What follows belongs to an exercise in optimizing a design on an open flow for small area and a short achievable clock period; a production flow would make more cautious choices.
Function not checked in this run: the RTL went through the layout flow alone.
No activity file was given, so power comes from the tool's default toggle rates.

**config.mk**
```make
export PLATFORM = sky130hd
export DESIGN_NAME = usb_capture_top
export DESIGN_NICKNAME = usb_capture_top
export VERILOG_FILES = /design/flow/design.v
export SDC_FILE = /design/flow/constraint.sdc
export NUM_CORES = 4
export LEC_CHECK = 0
export CAP_MARGIN = 20
export CORE_MARGIN = 2
export CORE_UTILIZATION = 40
export SLEW_MARGIN = 20
```
**constraint.sdc**
```tcl
create_clock -name core_clock -period 4.0 [get_ports {clk_120mhz}]
set_input_delay 0.8000 -clock core_clock [delete_from_list [all_inputs] [get_ports {clk_120mhz}]]
set_output_delay 0.8000 -clock core_clock [all_outputs]
set_load 0.01 [all_outputs]
```
**design.v**
```verilog
package usb_pkt_pkg;
    typedef logic [7:0] byte_t;        
    typedef logic [3:0] pid_t;         
    localparam pid_t PID_DATA0 = 4'd3;
    localparam pid_t PID_SOF   = 4'd5;  
    typedef enum logic {
        DIR_HOST   = 1'b0,
        DIR_DEVICE = 1'b1
    } dir_t;
    typedef logic [31:0] ts_t;         
    typedef logic [15:0] ts_short_t;   
    typedef logic [15:0] cnt16_t;      
    localparam int BYTE_W     = 8;
    localparam int TS_SHORT_W = 16;
    localparam int ENTRY_W = 3 + TS_SHORT_W + BYTE_W;
endpackage
package cap_regs_pkg;
    typedef logic [3:0]  reg_addr_t;
    typedef logic [15:0] pid_mask_t;   
    localparam reg_addr_t REG_CTRL    = 4'd0;  
    localparam reg_addr_t REG_MASK_LO = 4'd1;
    localparam reg_addr_t REG_MASK_HI = 4'd2;
    localparam reg_addr_t REG_PKT_LO  = 4'd3;  
    localparam reg_addr_t REG_PKT_HI  = 4'd4;
    localparam reg_addr_t REG_CRC_LO  = 4'd5;
    localparam reg_addr_t REG_STATUS  = 4'd6;  
    localparam reg_addr_t REG_SOF_LO  = 4'd7;
    localparam int CMD_WRITE_BIT = 7;
    localparam logic [7:0] CTRL_RESET = 8'h01;  
    localparam pid_mask_t  MASK_RESET = '0;
endpackage
module packet_capture (
    input  logic                    clk_120mhz,
    input  logic                    rst_n,
    input  usb_pkt_pkg::byte_t      host_data_i,
    input  logic                    host_valid_i,
    input  logic                    host_sop_i,
    input  logic                    host_eop_i,
    input  logic                    host_crc_ok_i,
    input  usb_pkt_pkg::byte_t      dev_data_i,
    input  logic                    dev_valid_i,
    input  logic                    dev_sop_i,
    input  logic                    dev_eop_i,
    input  logic                    dev_crc_ok_i,
    output logic                    wr_valid_o,    
    output usb_pkt_pkg::byte_t      wr_data_o,
    output logic                    wr_sop_o,
    output logic                    wr_eop_o,
    output usb_pkt_pkg::dir_t       wr_dir_o,
    output usb_pkt_pkg::ts_short_t  wr_ts_o,       
    input  logic                    cfg_capture_en_i,
    input  logic                    cfg_filter_en_i,
    input  cap_regs_pkg::pid_mask_t cfg_mask_i,
    input  usb_pkt_pkg::ts_t        ts_i,
    output logic                    sof_seen_o,
    output usb_pkt_pkg::cnt16_t     crc_err_count_o
);
    logic      beat_valid;
    usb_pkt_pkg::byte_t     beat_data;
    logic      beat_sop;
    logic      beat_eop;
    logic      beat_crc_ok;
    usb_pkt_pkg::dir_t      beat_dir;
    usb_pkt_pkg::pid_t      beat_pid;
    logic      keep_sop;     
    logic      keep_q;       
    logic      keep_beat;
    usb_pkt_pkg::ts_short_t ts_q;         
    assign beat_valid  = host_valid_i | dev_valid_i;
    assign beat_dir    = host_valid_i ? usb_pkt_pkg::DIR_HOST : usb_pkt_pkg::DIR_DEVICE;
    assign beat_data   = host_valid_i ? host_data_i   : dev_data_i;
    assign beat_sop    = host_valid_i ? host_sop_i    : dev_sop_i;
    assign beat_eop    = host_valid_i ? host_eop_i    : dev_eop_i;
    assign beat_crc_ok = host_valid_i ? host_crc_ok_i : dev_crc_ok_i;
    assign beat_pid    = beat_data[3:0];    
    assign keep_sop  = cfg_capture_en_i & ~(cfg_filter_en_i & cfg_mask_i[beat_pid]);
    assign keep_beat = beat_sop ? keep_sop : keep_q;
    always_ff @(posedge clk_120mhz or negedge rst_n) begin
        if (!rst_n) begin
            keep_q <= 1'b0;
        end else if (beat_valid && beat_sop) begin
            keep_q <= keep_sop;
        end
    end
    always_ff @(posedge clk_120mhz) begin
        if (beat_valid && beat_sop) begin
            ts_q <= ts_i[15:0];   
        end
    end
    always_ff @(posedge clk_120mhz or negedge rst_n) begin
        if (!rst_n) begin
            wr_valid_o <= 1'b0;
        end else begin
            wr_valid_o <= beat_valid & keep_beat;
        end
    end
    always_ff @(posedge clk_120mhz) begin
        wr_data_o <= beat_data;
        wr_sop_o  <= beat_sop;
        wr_eop_o  <= beat_eop;
        wr_dir_o  <= beat_dir;
        wr_ts_o   <= beat_sop ? ts_i[15:0] : ts_q;   
    end
    always_ff @(posedge clk_120mhz or negedge rst_n) begin
        if (!rst_n) begin
            sof_seen_o      <= 1'b0;
            crc_err_count_o <= '0;
        end else begin
            sof_seen_o <= host_valid_i & host_sop_i & (host_data_i[3:0] == usb_pkt_pkg::PID_SOF);
            if (beat_valid && beat_eop && !beat_crc_ok) begin
                crc_err_count_o <= crc_err_count_o + 1'b1;
            end
        end
    end
endmodule
module timestamp_counter #(
    parameter int TICK_DIV = 1
) (
    input  logic                clk_120mhz,
    input  logic                rst_n,
    input  logic                sof_seen_i,
    output usb_pkt_pkg::ts_t    ts_o,
    output usb_pkt_pkg::cnt16_t sof_count_o
);
    localparam int DIV_W = (TICK_DIV > 1) ? $clog2(TICK_DIV) : 1;
    logic [DIV_W-1:0] presc_q;
    logic             tick;      
    assign tick = (presc_q == DIV_W'(TICK_DIV - 1));
    always_ff @(posedge clk_120mhz or negedge rst_n) begin
        if (!rst_n) begin
            presc_q <= '0;
            ts_o    <= '0;
        end else begin
            presc_q <= tick ? '0 : presc_q + 1'b1;
            if (tick) begin
                ts_o <= ts_o + 1'b1;    
            end
        end
    end
    always_ff @(posedge clk_120mhz or negedge rst_n) begin
        if (!rst_n) begin
            sof_count_o <= '0;
        end else if (sof_seen_i) begin
            sof_count_o <= sof_count_o + 1'b1;
        end
    end
endmodule
module capture_fifo #(
    parameter int FIFO_ADDR_W = 6
) (
    input  logic                   clk_120mhz,
    input  logic                   rst_n,
    input  logic                   wr_valid_i,
    input  usb_pkt_pkg::byte_t     wr_data_i,
    input  logic                   wr_sop_i,
    input  logic                   wr_eop_i,
    input  usb_pkt_pkg::dir_t      wr_dir_i,
    input  usb_pkt_pkg::ts_short_t wr_ts_i,
    input  logic                   rd_req_i,
    output usb_pkt_pkg::byte_t     rd_data_o,
    output logic                   rd_sop_o,
    output logic                   rd_eop_o,
    output usb_pkt_pkg::dir_t      rd_dir_o,
    output usb_pkt_pkg::ts_short_t rd_ts_o,
    output logic                   rd_valid_o,
    output logic                   empty_o,
    output logic                   overflow_o,
    output usb_pkt_pkg::cnt16_t    pkt_count_o
);
    localparam int DEPTH = 1 << FIFO_ADDR_W;
    logic [usb_pkt_pkg::ENTRY_W-1:0]     mem [0:DEPTH-1];
    logic [usb_pkt_pkg::ENTRY_W-1:0]     rd_entry;    
    logic [FIFO_ADDR_W-1:0] wr_ptr;
    logic [FIFO_ADDR_W-1:0] rd_ptr;
    logic [FIFO_ADDR_W:0]   count_q;     
    logic                   full;
    logic                   drop_q;      
    logic                   wr_accept;
    logic                   rd_fire;
    assign full      = (count_q == (FIFO_ADDR_W + 1)'(DEPTH));
    assign empty_o   = (count_q == '0);
    assign wr_accept = wr_valid_i & ~full & (~drop_q | wr_sop_i);
    assign rd_fire   = rd_req_i & ~empty_o;    
    always_ff @(posedge clk_120mhz) begin
        if (wr_accept) begin
            mem[wr_ptr] <= {wr_dir_i, wr_sop_i, wr_eop_i, wr_ts_i, wr_data_i};
        end
        if (rd_fire) begin
            rd_entry <= mem[rd_ptr];
        end
    end
    assign rd_dir_o  = usb_pkt_pkg::dir_t'(rd_entry[usb_pkt_pkg::ENTRY_W-1]);
    assign rd_sop_o  = rd_entry[usb_pkt_pkg::ENTRY_W-2];
    assign rd_eop_o  = rd_entry[usb_pkt_pkg::ENTRY_W-3];
    assign rd_ts_o   = rd_entry[usb_pkt_pkg::BYTE_W +: usb_pkt_pkg::TS_SHORT_W];
    assign rd_data_o = rd_entry[usb_pkt_pkg::BYTE_W-1:0];
    always_ff @(posedge clk_120mhz or negedge rst_n) begin
        if (!rst_n) begin
            wr_ptr      <= '0;
            rd_ptr      <= '0;
            count_q     <= '0;
            drop_q      <= 1'b0;
            overflow_o  <= 1'b0;
            pkt_count_o <= '0;
            rd_valid_o  <= 1'b0;
        end else begin
            rd_valid_o <= rd_fire;
            if (wr_accept) begin
                wr_ptr <= wr_ptr + 1'b1;
            end
            if (rd_fire) begin
                rd_ptr <= rd_ptr + 1'b1;
            end
            case ({wr_accept, rd_fire})
                2'b10:   count_q <= count_q + 1'b1;
                2'b01:   count_q <= count_q - 1'b1;
                default: count_q <= count_q;    
            endcase
            if (wr_valid_i) begin
                if (full) begin
                    drop_q     <= 1'b1;
                    overflow_o <= 1'b1;    
                end else if (wr_sop_i) begin
                    drop_q <= 1'b0;
                end
            end
            if (wr_accept && wr_eop_i) begin
                pkt_count_o <= pkt_count_o + 1'b1;
            end
        end
    end
endmodule
module control_regs (
    input  logic                     clk_120mhz,
    input  logic                     rst_n,
    input  usb_pkt_pkg::byte_t       cmd_data_i,
    input  logic                     cmd_valid_i,
    input  usb_pkt_pkg::cnt16_t      pkt_count_i,
    input  usb_pkt_pkg::cnt16_t      crc_err_count_i,
    input  usb_pkt_pkg::cnt16_t      sof_count_i,
    input  logic                     overflow_i,
    input  logic                     empty_i,
    output usb_pkt_pkg::byte_t       resp_data_o,
    output logic                     resp_valid_o,
    output logic                     cfg_capture_en_o,
    output logic                     cfg_filter_en_o,
    output cap_regs_pkg::pid_mask_t  cfg_mask_o
);
    typedef enum logic {
        CMD_IDLE,
        CMD_WAIT_DATA       
    } cmd_state_t;
    cmd_state_t state_q;
    cap_regs_pkg::reg_addr_t  cmd_addr;
    cap_regs_pkg::reg_addr_t  addr_q;     
    logic [1:0] ctrl_q;     
    cap_regs_pkg::pid_mask_t  mask_q;
    usb_pkt_pkg::byte_t      rd_byte;
    assign cmd_addr         = cmd_data_i[3:0];
    assign cfg_capture_en_o = ctrl_q[0];
    assign cfg_filter_en_o  = ctrl_q[1];
    assign cfg_mask_o       = mask_q;
    always_comb begin
        case (cmd_addr)
            cap_regs_pkg::REG_CTRL:    rd_byte = {6'b0, ctrl_q};
            cap_regs_pkg::REG_MASK_LO: rd_byte = mask_q[7:0];
            cap_regs_pkg::REG_MASK_HI: rd_byte = mask_q[15:8];
            cap_regs_pkg::REG_PKT_LO:  rd_byte = pkt_count_i[7:0];
            cap_regs_pkg::REG_PKT_HI:  rd_byte = pkt_count_i[15:8];
            cap_regs_pkg::REG_CRC_LO:  rd_byte = crc_err_count_i[7:0];
            cap_regs_pkg::REG_STATUS:  rd_byte = {6'b0, empty_i, overflow_i};
            cap_regs_pkg::REG_SOF_LO:  rd_byte = sof_count_i[7:0];
            default:     rd_byte = '0;    
        endcase
    end
    always_ff @(posedge clk_120mhz or negedge rst_n) begin
        if (!rst_n) begin
            state_q      <= CMD_IDLE;
            resp_valid_o <= 1'b0;
            ctrl_q       <= cap_regs_pkg::CTRL_RESET[1:0];
            mask_q       <= cap_regs_pkg::MASK_RESET;
        end else begin
            resp_valid_o <= 1'b0;
            if (cmd_valid_i) begin
                case (state_q)
                    CMD_IDLE: begin
                        if (cmd_data_i[cap_regs_pkg::CMD_WRITE_BIT]) begin
                            state_q <= CMD_WAIT_DATA;
                        end else begin
                            resp_valid_o <= 1'b1;    
                        end
                    end
                    CMD_WAIT_DATA: begin
                        state_q <= CMD_IDLE;
                        case (addr_q)                
                            cap_regs_pkg::REG_CTRL:    ctrl_q       <= cmd_data_i[1:0];
                            cap_regs_pkg::REG_MASK_LO: mask_q[7:0]  <= cmd_data_i;
                            cap_regs_pkg::REG_MASK_HI: mask_q[15:8] <= cmd_data_i;
                            default:     ;
                        endcase
                    end
                    default: state_q <= CMD_IDLE;
                endcase
            end
        end
    end
    always_ff @(posedge clk_120mhz) begin
        if (cmd_valid_i && state_q == CMD_IDLE) begin
            addr_q      <= cmd_addr;
            resp_data_o <= rd_byte;
        end
    end
endmodule
module usb_capture_top #(
    parameter int FIFO_ADDR_W = 6,
    parameter int TICK_DIV    = 1
) (
    input  logic                   clk_120mhz,
    input  logic                   rst_n,
    input  usb_pkt_pkg::byte_t     host_data_i,
    input  logic                   host_valid_i,
    input  logic                   host_sop_i,
    input  logic                   host_eop_i,
    input  logic                   host_crc_ok_i,
    input  usb_pkt_pkg::byte_t     dev_data_i,
    input  logic                   dev_valid_i,
    input  logic                   dev_sop_i,
    input  logic                   dev_eop_i,
    input  logic                   dev_crc_ok_i,
    input  logic                   rd_req_i,
    output usb_pkt_pkg::byte_t     rd_data_o,
    output logic                   rd_sop_o,
    output logic                   rd_eop_o,
    output usb_pkt_pkg::dir_t      rd_dir_o,
    output usb_pkt_pkg::ts_short_t rd_ts_o,
    output logic                   rd_valid_o,
    output logic                   rd_empty_o,
    input  usb_pkt_pkg::byte_t     cmd_data_i,
    input  logic                   cmd_valid_i,
    output usb_pkt_pkg::byte_t     resp_data_o,
    output logic                   resp_valid_o
);
    logic      wr_valid;
    usb_pkt_pkg::byte_t     wr_data;
    logic      wr_sop;
    logic      wr_eop;
    usb_pkt_pkg::dir_t      wr_dir;
    usb_pkt_pkg::ts_short_t wr_ts;
    logic      cfg_capture_en;
    logic      cfg_filter_en;
    cap_regs_pkg::pid_mask_t cfg_mask;
    usb_pkt_pkg::ts_t       ts;
    logic      sof_seen;
    usb_pkt_pkg::cnt16_t    crc_err_count;
    usb_pkt_pkg::cnt16_t    sof_count;
    usb_pkt_pkg::cnt16_t    pkt_count;
    logic      overflow;
    packet_capture u_capture (
        .clk_120mhz      (clk_120mhz),
        .rst_n           (rst_n),
        .host_data_i     (host_data_i),
        .host_valid_i    (host_valid_i),
        .host_sop_i      (host_sop_i),
        .host_eop_i      (host_eop_i),
        .host_crc_ok_i   (host_crc_ok_i),
        .dev_data_i      (dev_data_i),
        .dev_valid_i     (dev_valid_i),
        .dev_sop_i       (dev_sop_i),
        .dev_eop_i       (dev_eop_i),
        .dev_crc_ok_i    (dev_crc_ok_i),
        .wr_valid_o      (wr_valid),
        .wr_data_o       (wr_data),
        .wr_sop_o        (wr_sop),
        .wr_eop_o        (wr_eop),
        .wr_dir_o        (wr_dir),
        .wr_ts_o         (wr_ts),
        .cfg_capture_en_i(cfg_capture_en),
        .cfg_filter_en_i (cfg_filter_en),
        .cfg_mask_i      (cfg_mask),
        .ts_i            (ts),
        .sof_seen_o      (sof_seen),
        .crc_err_count_o (crc_err_count)
    );
    timestamp_counter #(.TICK_DIV(TICK_DIV)) u_ts (
        .clk_120mhz (clk_120mhz),
        .rst_n      (rst_n),
        .sof_seen_i (sof_seen),
        .ts_o       (ts),
        .sof_count_o(sof_count)
    );
    capture_fifo #(.FIFO_ADDR_W(FIFO_ADDR_W)) u_fifo (
        .clk_120mhz (clk_120mhz),
        .rst_n      (rst_n),
        .wr_valid_i (wr_valid),
        .wr_data_i  (wr_data),
        .wr_sop_i   (wr_sop),
        .wr_eop_i   (wr_eop),
        .wr_dir_i   (wr_dir),
        .wr_ts_i    (wr_ts),
        .rd_req_i   (rd_req_i),
        .rd_data_o  (rd_data_o),
        .rd_sop_o   (rd_sop_o),
        .rd_eop_o   (rd_eop_o),
        .rd_dir_o   (rd_dir_o),
        .rd_ts_o    (rd_ts_o),
        .rd_valid_o (rd_valid_o),
        .empty_o    (rd_empty_o),
        .overflow_o (overflow),
        .pkt_count_o(pkt_count)
    );
    control_regs u_regs (
        .clk_120mhz      (clk_120mhz),
        .rst_n           (rst_n),
        .cmd_data_i      (cmd_data_i),
        .cmd_valid_i     (cmd_valid_i),
        .pkt_count_i     (pkt_count),
        .crc_err_count_i (crc_err_count),
        .sof_count_i     (sof_count),
        .overflow_i      (overflow),
        .empty_i         (rd_empty_o),
        .resp_data_o     (resp_data_o),
        .resp_valid_o    (resp_valid_o),
        .cfg_capture_en_o(cfg_capture_en),
        .cfg_filter_en_o (cfg_filter_en),
        .cfg_mask_o      (cfg_mask)
    );
endmodule
```
**run.sh**
```bash
#!/bin/bash
# synth_recipe.tcl (not shown) runs the flow's synth.tcl, then flattens the netlist and writes it again
# the make line also repeats each setting of config.mk as NAME=value (left out here)
make -C /OpenROAD-flow-scripts/flow DESIGN_CONFIG=/design/flow/config.mk WORK_HOME=/design/flow/orfs CLKGATE_MAP_FILE= SYNTH_SCRIPT=/design/flow/synth_recipe.tcl finish
```
==> run notes <==
## path summary, 6_finish.rpt
| kind | from | endpoint | slack, ns | cells after the start |
|---|---|---|---|---|
| worst max-delay path | u_fifo.count_q[3]$_DFFE_PN0P_ | rd_empty_o | 0.55 | 4 |
| worst min-delay path | rst_n | u_capture.crc_err_count_o[1]$_DFFE_PN0P_ | 0.12 | 1 |
| worst max register to register | u_fifo.count_q[3]$_DFFE_PN0P_ | u_fifo.count_q[5]$_DFFE_PN0P_ | 0.68 | 10 |
| worst min register to register | u_ts.ts_o[12]$_DFF_PN0_ | u_capture.ts_q[12]$_DFFE_PP_ | 0.44 | 0 |
| max in group asynchronous | rst_n | u_fifo.rd_ptr[3]$_DFFE_PN0P_ | 3.07 | 2 |
| min in group core_clock | u_ts.ts_o[12]$_DFF_PN0_ | u_capture.ts_q[12]$_DFFE_PP_ | 0.44 | 0 |
## power groups by stage
stage	Clock (µW)	Sequential (µW)	Combinational (µW)
2_1_floorplan	0	23400	9690
3_3_place_gp	0	23900	15400
3_5_place_dp	0	24000	15500
4_1_cts	17200	23500	15500
5_1_grt	17900	23600	16000
6_report	16900	23500	15300
## registers in the layout, indices dropped and copies added, names as in the netlist, 16 cells and up
signal,flops
u_fifo.mem,1728
u_capture.ts_q,16
u_fifo.rd_entry,27
u_capture.wr_ts_o,16
u_regs.mask_q,16
u_ts.ts_o,16
u_fifo.pkt_count_o,16
## cells by family after synthesis
kind of cell | share of synthesized area, %
XOR/XNOR | 0.697
multiplexers | 17.9
buffers and inverters | 1.09
AO/OA/AOI/OAI | 0.901
adder cells (fa/ha/maj) | 0.233
AND/OR/NAND/NOR | 1.78
flip-flops | 77.4
## per-stage QoR
stage	worst slack (ns)	instance area [µm²]	hold WS [ns]
floorplan	0.0530	72900	0.418
global placement	0.623	78400	0.427
detailed placement	0.635	78400	0.431
CTS	0.466	84200	0.126
global route	0.380	84200	0.171
finish	0.547	84200	0.116
## layer usage
layer | up-vias | routed length, µm | track usage [%]
li1 | 13900 | - | -
met1 | 18400 | 73100 | 26.2
met2 | 1117 | 87600 | 31.5
met3 | 231 | 10100 | 2.76
met4 | 0 | 5320 | 6.21
met5 | - | 0 | 0
## Yosys cell counts, drive strengths merged (4+ instances only)
cell type and count:
a22oi 10, a21oi 8, and3 6, o32ai 4, o21ai 26, inv 27, mux2 47, nor2b 13
a222oi 5, ha 12, xor2 18, nor3b 6, mux2i 32, dfrtp 92, dfxtp 27, mux4 542
edfxtp 1783, clkbuf 78, a21o 4, nand4 12, nand3 48, nand3b 5, xnor2 40, nor3 7
buf 81, o211ai 23, nand2 71, nor2 83, and2 4
## final cells by class
type                       instances  area share (%)
tap                             2370            3.52
multi-input combinational       1060            19.2
clock buffer                     248            5.97
sequential                      1903            67.1
timing repair buffer             271            3.14
inverter                          27           0.120
clock inverter                    89           0.958
## worst reg2reg max path, stage by stage, from the launching register on
cell and delay (ns):
dfrtp_1 0.40, nor4_1 0.58, a311oi_2 0.32, inv_1 0.11, ha_1 0.38, ha_1 0.31, a21o_1 0.17, a21oi_1 0.23
o21bai_1 0.12, a2111oi_0 0.44, a221oi_1 0.10
## placed cells by master, fill, tap and decap left out, types with 27 or more instances in the layout
cell             Yosys  routed
clkdlybuf4s50_1      0      72
clkinv_1             0      29
buf_12               0      34
clkinv_2             0      32
clkbuf_1            78      48
edfxtp_1          1783    1783
mux4_2             542     542
inv_1               27      27
mux2i_1             31      31
clkbuf_16            0     186
nor2_4               0      64
mux2_2              29      29
xnor2_1             40      40
dfrtp_1             92      86
buf_4                5     165
nand3_1             48      48
nand2_1             71      71
==> impl_metrics.env <==
export IMPL_antenna_cells=0
export IMPL_critPathCaptureType="primary output"
export IMPL_critPathTopFamily="simple AND/OR/NAND/NOR gates"
export IMPL_drtAntennaViolNets=0
export IMPL_grt_overflow=0
export IMPL_combPwrFrac_pct=27.4
export IMPL_status="complete, no violations"
export IMPL_hold_path_class="in2async"
export IMPL_synth_largest_area_cell="edfxtp_1"
export IMPL_rsz0062_at_grt="no"
export IMPL_via_per_inst=5.64
export IMPL_grt_pass1_vias=34800
export IMPL_drive_above_1_share_pct=31.7
export IMPL_start_util_pct=40.3
export IMPL_yosysWarnings=4
export IMPL_min_period_ns=3.45
export IMPL_drc_errors=0
export IMPL_cts_repair_resized=0
export IMPL_total_power_uw=55700
export IMPL_timing_final_crit_share_pct=86.3
export IMPL_p_clk_share_pct=30.3
export IMPL_crit_required_ns=3.20
export IMPL_die_x_um=431
export IMPL_finClkSkew_ns=0.0394
export IMPL_max_freq_mhz=290
export IMPL_worstPathCellList="nor4_1, nand3b_1, inv_1, clkdlybuf4s50_1"
export IMPL_grt_max_degree=73
export IMPL_clock_latency_ns=0.83
export IMPL_power_share_sequential_pct=42.2
export IMPL_worstMarginPinSlew_ns=0.965
export IMPL_arrival_ns=2.65
export IMPL_dieArea_um2=186000
export IMPL_io_pins=74
export IMPL_seq_area_um2=56500
export IMPL_path_max_fanout=3
export IMPL_synth_edf_count=1783
export IMPL_vdd_drop_max_uv=418
export IMPL_dp_hpwl_um=101000
export IMPL_clock_sinks=1903
export IMPL_syn_nets=3198
export IMPL_grt_pass1_wl_um=253000
export IMPL_max_stage_delay_ns=0.58
export IMPL_cts_max_level=4
export IMPL_vias=33700
export IMPL_dp_cells=5631
export IMPL_cts_tree="built"
export IMPL_gp_congestion=0.821
export IMPL_fill_cells=14700
export IMPL_leakage_uw=0.0267
export IMPL_rows=156
export IMPL_powerDensity_nw_per_um2=662
export IMPL_post_cts_buffers=0
export IMPL_slew_viol_final=0
export IMPL_setup_violations_final=0
export IMPL_core_area_um2=181000
export IMPL_areaGrowthSynthToFinish_pct=15.5
export IMPL_slowest_stage="nor4_1"
export IMPL_firstDrtPassIters=5
export IMPL_postCtsHoldBufs=0
export IMPL_synth_top_cells_by_area="edfxtp_1 73%, mux4_2 17%, dfrtp_1 3.2%"
export IMPL_cp_start_kind="register"
export IMPL_ys_types=58
export IMPL_avgSynthCellArea_um2=23.2
export IMPL_cp_buffers_inverters=2
export IMPL_netlist_area_um2=72900
export IMPL_ys_seq_area_share_pct=77.4
export IMPL_dieHeight_um=431
export IMPL_synthArstFlopShare_pct=4.89
export IMPL_path_clk_slew_ns=0.07
export IMPL_routed_wl_um=176000
export IMPL_cts_buffers=182
export IMPL_synth_seq_cells=1903
export IMPL_multi_input_area_um2=16200
export IMPL_max_slew_margin_pct=35.7
export IMPL_internal_power_uw=39700
export IMPL_io_buffers=73
export IMPL_cts_root_buffer="clkbuf_16"
export IMPL_clockBufferDepth=3
export IMPL_finalSetupTns_ns=0
export IMPL_drv_cap=0
export IMPL_fin_cells=5968
export IMPL_synthFlopType="edfxtp_1"
export IMPL_p_switching_uw=16000
export IMPL_post_route_util_pct=46.5
export IMPL_antenna_found_initial=2
export IMPL_wl_per_cell_um=29.5
export IMPL_netlist_instances=3149
export IMPL_fin_nets=3494
export IMPL_critPathKind="reg2out"
export IMPL_hold_violations=0
export IMPL_grt_usage_pct=19.1
export IMPL_drtIter0Drc=3657
export IMPL_sw_frac_of_total_pct=28.7
export IMPL_netlist_area_leader_share_pct=73.4

static timing again, ports no longer ideal:
The results above use ideal ports. As a check the final layout listed here was re-extracted and re-timed, cells and wires unchanged.
Step 1: set_driving_cell puts a clkbuf_16 on clk_120mhz and a buf_2 on each other input, an assumption about the parent block.
Step 2 times the ports against the registers' clock, not the clock port: input delays grow and output delays shrink by t, the midpoint of the rising clock arrivals with the driver on.
a / b / c = ideal ports / drivers / drivers and shift; a / b = the first two.
t (ns): 0.895
setup slack, ns: 0.547 / 0.463 / 0.631
pins driven straight from the clock port: 1
After both steps setup and hold are still met in this run. For this run, drivers alone change the setup slack by -0.084 ns; drivers and shift together by +0.084 ns.
